Source: an optimization exercise on an open RTL-to-GDS flow (aim: small area, a short achievable clock period and few clock cycles per item). Production flows keep margins and buffers that such runs may drop.
In this exercise RTL edits were held to simulation tests only and were not proved equivalent to the original.
Power and IR drop assume default switching activity.

wip/garnet:
// sprite_quad_batcher
module sprite_quad_batcher
(
  input  logic                clk,
  input  logic                rst,
  input  logic                in_valid,
  output logic                in_stall,
  input  logic                mode,
  input  logic signed [31:0]  pos_x,
  input  logic signed [31:0]  pos_y,
  input  logic signed [31:0]  pos_z,
  input  logic signed [31:0]  quad_width,
  input  logic signed [31:0]  quad_height,
  input  logic [31:0]         rgba_color,
  input  logic [31:0]         uv_corner0,
  input  logic [31:0]         uv_corner1,
  input  logic [31:0]         uv_corner2,
  input  logic [31:0]         uv_corner3,
  input  logic [31:0]         texture_name,
  output logic                out_valid,
  input  logic                out_stall,
  output logic signed [31:0]  vert_x,
  output logic signed [31:0]  vert_y,
  output logic signed [31:0]  vert_z,
  output logic [31:0]         vert_color,
  output logic [15:0]         vert_u,
  output logic [15:0]         vert_v,
  output logic [sqb_pkg::SLOT_W-1:0]   tex_slot,
  output logic                batch_cut,
  output logic [sqb_pkg::ICOUNT_W-1:0] batch_index_count,
  output logic                end_marker,
  output logic                last_of_item
);
  logic [ICOUNT_W-1:0] index_count;
  logic                r_valid;
  logic [1:0]          vtx;
  logic signed [31:0]  o_x;             
  logic signed [31:0]  o_y;             
  logic signed [31:0]  o_z;
  ...
Size: about 3,800 cells after synthesis, roughly 1,400 flip-flops, ~550 I/O pins, roughly 48,000 um^2 of cells after synthesis.
Settings: LEC_CHECK=0, ABC_CLOCK_PERIOD_IN_PS=2600, CAP_MARGIN=20, CORE_MARGIN=2, CORE_UTILIZATION=40, SETUP_SLACK_MARGIN=3.4, SLEW_MARGIN=20; clock period 6.0 ns.
run.sh (not shown) runs the stock make flow with config.mk's settings and CLKGATE_MAP_FILE= SYNTH_SCRIPT=/design/flow/synth_recipe.tcl, a recipe that flattens the netlist after the stock synthesis.
Testbench counts of wip/garnet, summed over its fixed seeds: cycles 47,560, items 12,000.
Here is what was changed in the inputs of wip/quartz compared with wip/garnet.
# wip/garnet
export LEC_CHECK = 0
export ABC_CLOCK_PERIOD_IN_PS = 2600
export CAP_MARGIN = 20
export CORE_MARGIN = 2
export CORE_UTILIZATION = 40
export SETUP_SLACK_MARGIN = 3.4
export SLEW_MARGIN = 20
create_clock -name core_clock -period 6.0 [get_ports {clk}]
# wip/quartz
export LEC_CHECK = 0
export ABC_CLOCK_PERIOD_IN_PS = 3000
export CAP_MARGIN = 20
export CORE_MARGIN = 2
export CORE_UTILIZATION = 40
export SETUP_SLACK_MARGIN = 3.0
export SLEW_MARGIN = 20
create_clock -name core_clock -period 6.0 [get_ports {clk}]
### Flow results
wip/quartz ran to completion and came out clean on the timing, DRC and antenna checks.
Relative to wip/garnet, detailed-router iteration count before antenna repair has gone up in wip/quartz.
Comparing wip/garnet and wip/quartz, the higher vias per cell was measured on wip/garnet.
The higher multi-input combinational cell area of wip/garnet and wip/quartz is in wip/garnet.
Lower routed wire length was reported by wip/quartz, not wip/garnet.


Setup of old:
sprite_quad_batcher, a different RTL version from the one above (not shown whole).
Size: about 1,500 flip-flops, roughly 0.051 mm^2 of cells after synthesis.
// sprite_quad_batcher
module sprite_quad_batcher
(
  input  logic                clk,
  input  logic                rst,
  input  logic                in_valid,
  output logic                in_stall,
  input  logic                mode,
  input  logic signed [31:0]  pos_x,
  input  logic signed [31:0]  pos_y,
  input  logic signed [31:0]  pos_z,
  input  logic signed [31:0]  quad_width,
  input  logic signed [31:0]  quad_height,
  input  logic [31:0]         rgba_color,
  input  logic [31:0]         uv_corner0,
  input  logic [31:0]         uv_corner1,
  input  logic [31:0]         uv_corner2,
  input  logic [31:0]         uv_corner3,
  input  logic [31:0]         texture_name,
  output logic                out_valid,
  input  logic                out_stall,
  output logic signed [31:0]  vert_x,
  output logic signed [31:0]  vert_y,
  output logic signed [31:0]  vert_z,
  output logic [31:0]         vert_color,
  output logic [15:0]         vert_u,
  output logic [15:0]         vert_v,
  output logic [sqb_pkg::SLOT_W-1:0]   tex_slot,
  output logic                batch_cut,
  output logic [sqb_pkg::ICOUNT_W-1:0] batch_index_count,
  output logic                end_marker,
  output logic                last_of_item
);
  ...
make LEC_CHECK=0 CAP_MARGIN=20 CORE_MARGIN=2 CORE_UTILIZATION=40 SETUP_SLACK_MARGIN=3.0 SLEW_MARGIN=20 finish   # period 6.0 ns
Testbench counts of old, summed over its fixed seeds: cycles 47,560, items 12,000.
#### Input delta (new over old)
# old
export LEC_CHECK = 0
export CAP_MARGIN = 20
export CORE_MARGIN = 2
export CORE_UTILIZATION = 40
export SETUP_SLACK_MARGIN = 3.0
export SLEW_MARGIN = 20
create_clock -name core_clock -period 6.0 [get_ports {clk}]
# new
export LEC_CHECK = 0
export CAP_MARGIN = 20
export CORE_MARGIN = 2
export CORE_UTILIZATION = 40
export CTS_BUF_LIST = sky130_fd_sc_hd__clkbuf_8
export SETUP_SLACK_MARGIN = 3.0
export SLEW_MARGIN = 20
create_clock -name core_clock -period 6.0 [get_ports {clk}]
==> flow/flow/run.sh (new file) <==
#!/bin/bash
# The standard layout (the standard.sh: ORFS synthesis through finish),
# with two changes to how the resizer works:
#  - port buffers are sky130_fd_sc_hd__buf_1 instead of the cell buffer_ports
#    picks by default (a clkdlybuf4s50 delay cell);
#  - gate sizing may swap cells of other footprints (MATCH_CELL_FOOTPRINT=0).
# Every port still gets its buffer. The make output goes to flow_make.log.
set -euo pipefail
bash standard.sh \
  "BUFFER_PORTS_ARGS=-buffer_cell sky130_fd_sc_hd__buf_1" \
  MATCH_CELL_FOOTPRINT=0 \
  finish > flow_make.log 2>&1
==> flow/standard.sh (new file) <==
#!/bin/bash
# synth_recipe.tcl (not shown) runs the flow's synth.tcl, then flattens the netlist and writes it again
# the make line also repeats each setting of config.mk as NAME=value (left out here)
make -C /OpenROAD-flow-scripts/flow DESIGN_CONFIG=/design/flow/config.mk WORK_HOME=/design/flow/orfs CLKGATE_MAP_FILE= SYNTH_SCRIPT=/design/flow/synth_recipe.tcl "${@:-finish}"
removed: flow/run.sh
==> comparison <==
- Comparing old and new, the higher wire length was measured on old.
- Between new and old, it is new whose post-synthesis to final-layout area growth is lower, by 12 points.
- Comparing new against old, there is no change at all in chip width.
- From old to new the numbers moved as follows: final setup slack of the worst path higher; proportion of power drawn by the clock network saw a decrease.
- Relative to old, power has gone down in new.
- Compared with old, in new sequential share of layout area grew by 4.9 points; core utilization shrank by 4.7 points; internal power shrank by 1.7 mW.

[separate check: timing with driven ports]
Ports are ideal in the flow. The routed layouts listed here were re-timed in OpenROAD.
Step 1 assumes that a clkbuf_16 drives the clock port and a buf_2 every other input.
Step 2, shift: input delay + t, output delay - t, t = (earliest + latest rising clock arrival at the registers) / 2. This alone moves slack from input paths to output paths.
a / b / c = ideal / step 1 / step 2; a / b = the first two.
| run | t (ns) | setup slack, ns | hold WS [ns] | slew at the worst register clock pin (ns) | cell pins on the clock port's net |
|---|---|---|---|---|---|
| wip/garnet | 0.810 | 2.282 / 2.282 / 1.492 | 0.300 / 0.300 / 0.300 | 0.07 / 0.07 | 1 |
| wip/quartz | 0.831 | 2.410 / 2.410 / 1.619 | 0.284 / 0.284 / 0.284 | 0.07 / 0.07 | 1 |
| old | 0.830 | 2.766 / 2.811 / 1.981 | 0.291 / 0.291 / 0.291 | 0.07 / 0.07 | 1 |
| new | 0.991 | 2.914 / 2.962 / 1.971 | 0.276 / 0.276 / 0.276 | 0.07 / 0.07 | 1 |
After both steps every run listed still meets setup and hold. The setup slack of new, which loses most, moves by +0.048 ns with the drivers and by -0.943 ns with both steps.
